This design comes from an exercise in tuning for small area on the open sky130 flow, not from production work.
RTL that was checked went through simulation tests only; none was proved equivalent to the original.
Power figures rest on the tool's default switching activity, not on a simulated workload.

==> job 7595 <==
## axi_qspi_controller
module axi_qspi_controller
(
  input  logic       s_axi_aclk,
  input  logic       s_axi_aresetn,
  input  logic       s_axi_awvalid_i,
  input  axi_lite_pkg::addr_t      s_axi_awaddr_i,
  output logic       s_axi_awready_o,
  input  logic       s_axi_wvalid_i,
  input  axi_lite_pkg::data_t      s_axi_wdata_i,
  input  axi_lite_pkg::strb_t      s_axi_wstrb_i,
  output logic       s_axi_wready_o,
  output logic       s_axi_bvalid_o,
  output logic [1:0]               s_axi_bresp_o,
  input  logic       s_axi_bready_i,
  input  logic       s_axi_arvalid_i,
  input  axi_lite_pkg::addr_t      s_axi_araddr_i,
  output logic       s_axi_arready_o,
  output logic       s_axi_rvalid_o,
  output axi_lite_pkg::data_t      s_axi_rdata_o,
  output logic [1:0]               s_axi_rresp_o,
  input  logic       s_axi_rready_i,
  output logic       spi_clk_o,
  output logic [1:0] spi_csn_o,
  output logic       spi_sdo_o,
  input  logic       spi_sdi_i
);
Settings: LEC_CHECK=0, CAP_MARGIN=20, CORE_MARGIN=2, CORE_UTILIZATION=55, CTS_BUF_LIST=sky130_fd_sc_hd__clkbuf_4, SLEW_MARGIN=20; clock period 5.0 ns.
run.sh (not shown) runs the stock make flow with config.mk's settings and CLKGATE_MAP_FILE= SYNTH_SCRIPT=/design/flow/synth_recipe.tcl, a recipe that flattens the netlist after the stock synthesis.
==> job 8605 (differences from job 7595) <==
--- a/flow/design.v
+++ b/flow/design.v
@@ -55,17 +55,17 @@
   output logic       spi_clk_o,
   output logic [1:0] spi_csn_o,
   output logic       spi_sdo_o,
   input  logic       spi_sdi_i
 );
   localparam logic [2:0] E_IDLE  = 3'd0;
-  localparam logic [2:0] E_CMD   = 3'd1;
-  localparam logic [2:0] E_ADDR  = 3'd2;
-  localparam logic [2:0] E_DUMMY = 3'd3;
-  localparam logic [2:0] E_DATA  = 3'd4;
-  localparam logic [2:0] E_FIN   = 3'd5;
+  localparam logic [2:0] E_CMD   = 3'd4;
+  localparam logic [2:0] E_ADDR  = 3'd5;
+  localparam logic [2:0] E_DUMMY = 3'd6;
+  localparam logic [2:0] E_DATA  = 3'd7;
+  localparam logic [2:0] E_FIN   = 3'd1;
   logic [7:0]  clkdiv;
   logic        cpol;
   logic [7:0]  cmd;
   logic [23:0] addr;
   logic [5:0]  dlen;
   logic        addr_en;
@@ -85,13 +85,13 @@
   logic [3:0]  ridx;
   logic [2:0]  es;
   logic [7:0]  div;
   logic        sclk;
   logic [5:0]  k;
   logic [31:0] rx;
-  logic [1:0]  csn;
+  logic        cs_q;
   logic        sdo;
   logic        wr_go;
   logic        wr_ok;
   logic [3:0]  wsel;
   logic        we;
   logic [3:0]  st;
@@ -261,50 +261,50 @@
       E_CMD, E_ADDR: bit_out = xip ? rx[31] : ca[~k[4:0]];
       E_DATA:        bit_out = ~k[5] & tx[~k[4:0]];
       default:       bit_out = 1'b0;
     endcase
   end
   assign spi_clk_o = cpol ^ sclk;
-  assign spi_csn_o = csn;
+  assign spi_csn_o = {~busy | ~cs_q, ~busy | cs_q};
   assign spi_sdo_o = sdo;
   always_ff @(posedge s_axi_aclk or negedge s_axi_aresetn) begin
     if (!s_axi_aresetn) begin
       es   <= E_IDLE;
       sclk <= 1'b0;
-      csn  <= 2'b11;
-      sdo  <= 1'b0;
     end else begin
       case (es)
         E_IDLE: begin
           if (start) begin
             es  <= E_CMD;
-            csn <= cs_pick & xip | cs_def & ~xip ? 2'b01 : 2'b10;
           end
         end
         E_FIN: begin
           es  <= E_IDLE;
-          csn <= 2'b11;
         end
         default: begin
           if (div == clkdiv) begin
             sclk <= ~sclk;
-            if (!sclk) begin
-              sdo <= bit_out;
-            end else begin
+            if (sclk) begin
               if (last) es <= nph;
             end
           end
         end
       endcase
     end
   end
   logic        rx_ld;
   logic        rx_en;
   assign rx_ld = clr | (es == E_IDLE && start);
   assign rx_en = (es != E_IDLE) && (es != E_FIN) && (div == clkdiv) && sclk && e_rx;
   always_ff @(posedge s_axi_aclk) begin
+    if (es == E_IDLE && start) cs_q <= xip ? cs_pick : cs_def;
+  end
+  always_ff @(posedge s_axi_aclk) begin
+    if (clr || (es != E_IDLE && es != E_FIN && div == clkdiv && !sclk)) sdo <= bit_out;
+  end
+  always_ff @(posedge s_axi_aclk) begin
     if (rx_ld) begin
       rx <= xip ? {8'h03, xoff} : 32'h0;
     end else if (rx_en) begin
       rx <= {rx[30:0], spi_sdi_i};
     end
   end
==> flow/flow/run.sh (new file) <==
#!/bin/bash
# The standard layout with three changes:
#  - synthesis maps the logic with an area-oriented ABC script (flow/abc_area.script)
#    instead of the speed script; everything else in the synthesis is the standard flow's own
#    synth_recipe.tcl, so the registers are the same as in the standard synthesis;
#  - the port buffers are the smallest buffer cell;
#  - the clock tree uses fewer, larger sink clusters and no dummy loads.
set -euo pipefail
here=$(pwd)
{
  head -n 1 synth_recipe.tcl
  echo "proc abc {args} {"
  echo "  set j [lsearch \$args -script]"
  echo "  if {\$j >= 0} { lset args [expr {\$j + 1}] $here/flow/abc_area.script }"
  echo "  yosys abc {*}\$args"
  echo "}"
  tail -n +2 synth_recipe.tcl
} > area_synth.tcl
export BUFFER_PORTS_ARGS="-buffer_cell sky130_fd_sc_hd__buf_1"
export CTS_ARGS="-sink_clustering_enable -repair_clock_nets -sink_clustering_size 25 -sink_clustering_max_diameter 100 -dont_use_dummy_load -buf_list sky130_fd_sc_hd__clkbuf_16 -root_buf sky130_fd_sc_hd__clkbuf_2 -tree_buf sky130_fd_sc_hd__clkbuf_2"
bash standard.sh SYNTH_SCRIPT=$here/area_synth.tcl finish > standard.log 2>&1
==> flow/flow/abc_area.script (new file) <==
&get -n
&st
&dch
&nf -R 1000
&st
&dch
&nf -R 1000
&st
&dch
&nf -R 1000
&put
==> flow/standard.sh (new file) <==
#!/bin/bash
# synth_recipe.tcl (not shown) runs the flow's synth.tcl, then flattens the netlist and writes it again
# the make line also repeats each setting of config.mk as NAME=value (left out here)
make -C /OpenROAD-flow-scripts/flow DESIGN_CONFIG=/design/flow/config.mk WORK_HOME=/design/flow/orfs CLKGATE_MAP_FILE= SYNTH_SCRIPT=/design/flow/synth_recipe.tcl "${@:-finish}"
==> flow/config.mk (replaced) <==
export PLATFORM = sky130hd
export DESIGN_NAME = axi_qspi_controller
export DESIGN_NICKNAME = axi_qspi_controller
export VERILOG_FILES = /design/flow/design.v
export SDC_FILE = /design/flow/constraint.sdc
export NUM_CORES = 4
export LEC_CHECK = 0
export CAP_MARGIN = 20
export CORE_MARGIN = 2
export CORE_UTILIZATION = 65
export SLEW_MARGIN = 20
removed: flow/run.sh
==> job 5120 (differences from job 7595) <==
--- a/flow/design.v
+++ b/flow/design.v
@@ -119,45 +119,52 @@
       if (aw_q) bvalid_q <= 1'b1;
     end
   end
   always_ff @(posedge s_axi_aclk) begin
     if (aw_q) bresp_q <= ~wr_ok;
   end
-  logic        clr;
-  logic [31:0] wdc;
-  logic [3:0]  ln;
-  assign wdc = wd & {32{~clr}};
-  assign ln  = st & {4{we}};
   always_ff @(posedge s_axi_aclk or negedge s_axi_aresetn) begin
     if (!s_axi_aresetn) begin
-      clr  <= 1'b1;
-      cpol <= 1'b0;
-    end else begin
-      clr <= 1'b0;
-      if (ln[1] && wsel == 4'd0) cpol <= wd[8];
-    end
-  end
-  always_ff @(posedge s_axi_aclk) begin
-    if (clr || (ln[0] && wsel == 4'd0)) clkdiv <= wdc[7:0] | {5'h0, clr, 2'h0};
-    if (clr || (ln[0] && wsel == 4'd1)) cmd <= wdc[7:0];
-    for (int i = 0; i < 3; i++) begin
-      if (clr || (ln[i] && wsel == 4'd2)) addr[8*i +: 8] <= wdc[8*i +: 8];
-    end
-    if (clr || (ln[0] && wsel == 4'd3)) dlen <= wdc[5:0];
-    if (clr || (ln[1] && wsel == 4'd3)) begin
-      addr_en <= wdc[8];
-      dummy   <= wdc[15:12];
-    end
-    if (clr || (ln[2] && wsel == 4'd3)) wr_dir <= wdc[16];
-    if (clr || (ln[0] && wsel == 4'd7)) cs_def <= wdc[0];
-    for (int i = 0; i < 4; i++) begin
-      if (clr || (ln[i] && wsel == 4'd4))  tx[8*i +: 8]    <= wdc[8*i +: 8];
-      if (clr || (ln[i] && wsel == 4'd8))  cs_a0[8*i +: 8] <= wdc[8*i +: 8];
-      if (clr || (ln[i] && wsel == 4'd9))  cs_m0[8*i +: 8] <= wdc[8*i +: 8];
-      if (clr || (ln[i] && wsel == 4'd10)) cs_a1[8*i +: 8] <= wdc[8*i +: 8];
-      if (clr || (ln[i] && wsel == 4'd11)) cs_m1[8*i +: 8] <= wdc[8*i +: 8];
+      clkdiv  <= 8'd4;
+      cpol    <= 1'b0;
+      cmd     <= '0;
+      addr    <= '0;
+      dlen    <= '0;
+      addr_en <= 1'b0;
+      dummy   <= '0;
+      wr_dir  <= 1'b0;
+      tx      <= '0;
+      cs_def  <= 1'b0;
+      cs_a0   <= '0;
+      cs_m0   <= '0;
+      cs_a1   <= '0;
+      cs_m1   <= '0;
+    end else if (we) begin
+      case (wsel)
+        4'd0: begin
+          if (st[0]) clkdiv <= wd[7:0];
+          if (st[1]) cpol <= wd[8];
+        end
+        4'd1: if (st[0]) cmd <= wd[7:0];
+        4'd2: for (int i = 0; i < 3; i++) if (st[i]) addr[8*i +: 8] <= wd[8*i +: 8];
+        4'd3: begin
+          if (st[0]) dlen <= wd[5:0];
+          if (st[1]) begin
+            addr_en <= wd[8];
+            dummy   <= wd[15:12];
+          end
+          if (st[2]) wr_dir <= wd[16];
+        end
+        4'd4: for (int i = 0; i < 4; i++) if (st[i]) tx[8*i +: 8] <= wd[8*i +: 8];
+        4'd7: if (st[0]) cs_def <= wd[0];
+        4'd8: for (int i = 0; i < 4; i++) if (st[i]) cs_a0[8*i +: 8] <= wd[8*i +: 8];
+        4'd9: for (int i = 0; i < 4; i++) if (st[i]) cs_m0[8*i +: 8] <= wd[8*i +: 8];
+        4'd10: for (int i = 0; i < 4; i++) if (st[i]) cs_a1[8*i +: 8] <= wd[8*i +: 8];
+        4'd11: for (int i = 0; i < 4; i++) if (st[i]) cs_m1[8*i +: 8] <= wd[8*i +: 8];
+        default: ;
+      endcase
     end
   end
   logic        reg_sel;
   logic        busy;
   logic        rd_ok;
   logic [3:0]  rsel;
@@ -182,15 +189,14 @@
         3'b001, 3'b101: if (s_axi_rready_i) rs <= 3'b000;
         default: rs <= 3'b000;
       endcase
     end
   end
   always_ff @(posedge s_axi_aclk) begin
-    if (rs[1]) begin
-      if (!reg_sel) ridx <= 4'd13;
-      else if (!rd_ok) ridx <= 4'd15;
+    if (rs == 3'b010) begin
+      if (!rd_ok) ridx <= 4'd15;
       else if (rsel == 4'd6 && !busy) ridx <= 4'd12;
       else ridx <= rsel;
     end
   end
   always_comb begin
     case (ridx)
@@ -203,20 +209,19 @@
       4'd6:  reg_rd = 32'h1;
       4'd7:  reg_rd = {31'h0, cs_def};
       4'd8:  reg_rd = cs_a0;
       4'd9:  reg_rd = cs_m0;
       4'd10: reg_rd = cs_a1;
       4'd11: reg_rd = cs_m1;
-      4'd13: reg_rd = {rx[7:0], rx[15:8], rx[23:16], rx[31:24]};
       default: reg_rd = '0;
     endcase
   end
   assign s_axi_arready_o = rs[1];
   assign s_axi_rvalid_o  = rs[0];
-  assign s_axi_rdata_o   = reg_rd;
-  assign s_axi_rresp_o   = {ridx == 4'd15, 1'b0};
+  assign s_axi_rdata_o   = rs[2] ? {rx[7:0], rx[15:8], rx[23:16], rx[31:24]} : reg_rd;
+  assign s_axi_rresp_o   = {~rs[2] & (ridx == 4'd15), 1'b0};
   logic        xip;
   logic        start;
   logic        cs_pick;
   logic [23:0] xoff;
   logic        e_addr_en;
   logic [3:0]  e_dummy;
@@ -267,19 +272,21 @@
   assign spi_csn_o = csn;
   assign spi_sdo_o = sdo;
   always_ff @(posedge s_axi_aclk or negedge s_axi_aresetn) begin
     if (!s_axi_aresetn) begin
       es   <= E_IDLE;
       sclk <= 1'b0;
+      rx   <= '0;
       csn  <= 2'b11;
       sdo  <= 1'b0;
     end else begin
       case (es)
         E_IDLE: begin
           if (start) begin
             es  <= E_CMD;
+            rx  <= xip ? {8'h03, xoff} : 32'h0;
             csn <= cs_pick & xip | cs_def & ~xip ? 2'b01 : 2'b10;
           end
         end
         E_FIN: begin
           es  <= E_IDLE;
           csn <= 2'b11;
@@ -287,30 +294,20 @@
         default: begin
           if (div == clkdiv) begin
             sclk <= ~sclk;
             if (!sclk) begin
               sdo <= bit_out;
             end else begin
+              if (e_rx) rx <= {rx[30:0], spi_sdi_i};
               if (last) es <= nph;
             end
           end
         end
       endcase
     end
   end
-  logic        rx_ld;
-  logic        rx_en;
-  assign rx_ld = clr | (es == E_IDLE && start);
-  assign rx_en = (es != E_IDLE) && (es != E_FIN) && (div == clkdiv) && sclk && e_rx;
-  always_ff @(posedge s_axi_aclk) begin
-    if (rx_ld) begin
-      rx <= xip ? {8'h03, xoff} : 32'h0;
-    end else if (rx_en) begin
-      rx <= {rx[30:0], spi_sdi_i};
-    end
-  end
   always_ff @(posedge s_axi_aclk) begin
     if (es == E_IDLE) begin
       div <= '0;
       k   <= '0;
     end else if (div != clkdiv) begin
       div <= div + 8'd1;
==> flow/config.mk (replaced) <==
export PLATFORM = sky130hd
export DESIGN_NAME = axi_qspi_controller
export DESIGN_NICKNAME = axi_qspi_controller
export VERILOG_FILES = /design/flow/design.v
export SDC_FILE = /design/flow/constraint.sdc
export NUM_CORES = 4
export LEC_CHECK = 0
export CAP_MARGIN = 20
export CORE_MARGIN = 2
export CORE_UTILIZATION = 40
export SLEW_MARGIN = 20
==> job 2748 (differences from job 7595) <==
==> flow/config.mk (replaced) <==
export PLATFORM = sky130hd
export DESIGN_NAME = axi_qspi_controller
export DESIGN_NICKNAME = axi_qspi_controller
export VERILOG_FILES = /design/flow/design.v
export SDC_FILE = /design/flow/constraint.sdc
export NUM_CORES = 4
export LEC_CHECK = 0
export CAP_MARGIN = 20
export CORE_MARGIN = 2
export CORE_UTILIZATION = 40
export SLEW_MARGIN = 20
==> qor summary <==
Synth Register Bits: job 2748 279; job 8605 278; job 7595 279; job 5120 278
Summed instance area of the synthesized netlist: job 2748 13,500 um^2; job 8605 12,800 um^2; job 7595 13,500 um^2; job 5120 15,000 um^2
Number of optimization iterations in the first detailed-route pass: job 2748 10; job 8605 13; job 7595 6; job 5120 6
Count of antenna diodes in the layout: job 2748 0; job 8605 2; job 7595 2; job 5120 0
Proportion of power drawn by the clock network: job 2748 0.396; job 8605 0.220; job 7595 0.349; job 5120 0.333
Worst reg2reg startpoint: job 2748 es[2]$_DFFE_PN0P_; job 8605 k[1]$_SDFFE_PP0P_; job 7595 k[0]$_SDFFE_PP0P_; job 5120 k[0]$_SDFFE_PP0P_
Clk latency of the worst-skew pair: job 2748 0.57 ns; job 8605 0.89 ns; job 7595 0.71 ns; job 5120 0.52 ns
Post-synthesis sequential area ratio: job 2748 0.603; job 8605 0.635; job 7595 0.603; job 5120 0.461
Wire length the detailed router placed on met1: job 2748 19.2 mm; job 8605 15.7 mm; job 7595 17.4 mm; job 5120 23.4 mm
Delay of the slowest cell on the worst path: job 2748 0.65 ns; job 8605 0.95 ns; job 7595 0.65 ns; job 5120 0.79 ns
Status: job 2748 finished clean; job 8605 finished clean; job 7595 finished clean; job 5120 finished clean
Global routing usage on met3: job 2748 0.0528; job 8605 0.131; job 7595 0.0919; job 5120 0.0541
Met3 layer wire length in the routed design: job 2748 5.33 mm; job 8605 7.74 mm; job 7595 5.09 mm; job 5120 4.80 mm
Number of enable flip-flop cells after synthesis: job 2748 250; job 8605 252; job 7595 250; job 5120 5
Area of the multi-input gates: job 2748 5110 um^2; job 8605 4660 um^2; job 7595 5100 um^2; job 5120 7770 um^2
Rel. slew slack: job 2748 0.322; job 8605 0.208; job 7595 0.243; job 5120 0.273
Minimum clock period after layout: job 2748 4.48 ns; job 8605 4.48 ns; job 7595 4.66 ns; job 5120 4.64 ns
Antenna violations before repair: job 2748 1; job 8605 1; job 7595 1; job 5120 0
Proportion of cell area spent on the clock network: job 2748 0.0668; job 8605 0.0221; job 7595 0.0588; job 5120 0.0592
Largest area contributor in the synthesized netlist: job 2748 sky130_fd_sc_hd__edfxtp_1; job 8605 sky130_fd_sc_hd__edfxtp_1; job 7595 sky130_fd_sc_hd__edfxtp_1; job 5120 sky130_fd_sc_hd__dfrtp_1
Wire length of the first global-routing pass: job 2748 69.1 mm; job 8605 65.8 mm; job 7595 66.6 mm; job 5120 80.8 mm
Final non-clock buffer share: job 2748 0.0995; job 8605 0.0525; job 7595 0.101; job 5120 0.0958
Share of cell area taken by flip-flops and latches: job 2748 0.490; job 8605 0.572; job 7595 0.499; job 5120 0.382
Power, Total: job 2748 6.30 mW; job 8605 5.13 mW; job 7595 5.83 mW; job 5120 7.26 mW
The RTL of job 7595, job 5120 and job 2748 was laid out without a check of its function.

afterwards: timing with drivers on the ports:
In the flow no input, the clock included, has a driving cell. The finished layouts below were timed again as built, in two steps. Step 1 (the two cells are an assumption about what drives the block):
set clk [get_ports {s_axi_aclk}]
set_driving_cell -lib_cell sky130_fd_sc_hd__clkbuf_16 $clk
set_driving_cell -lib_cell sky130_fd_sc_hd__buf_2 [delete_from_list [all_inputs] $clk]
Step 2 adds t to the input delays and takes it off the output delays; t is the mean of the earliest and latest rising clock arrival at the registers after step 1. Input paths then give back, and output paths get back, about the clock's delay inside the block. a / b / c = ideal / step 1 / step 2; a / b = the first two.
run | t, ns | setup slack, ns | worst hold slack (ns) | worst data-port slew with drivers (ns)
job 7595 | 0.732 | 0.338 / 0.292 / 1.024 | 0.475 / 0.475 / 0.475 | 0.04
job 8605 | 0.869 | 0.520 / 0.478 / 1.042 | 0.154 / 0.138 / 0.472 | 0.04
job 5120 | 0.561 | 0.356 / 0.301 / 0.863 | 0.460 / 0.460 / 0.460 | 0.05
job 2748 | 0.617 | 0.519 / 0.465 / 1.082 | 0.481 / 0.481 / 0.481 | 0.06
After both steps every run listed still meets setup and hold.
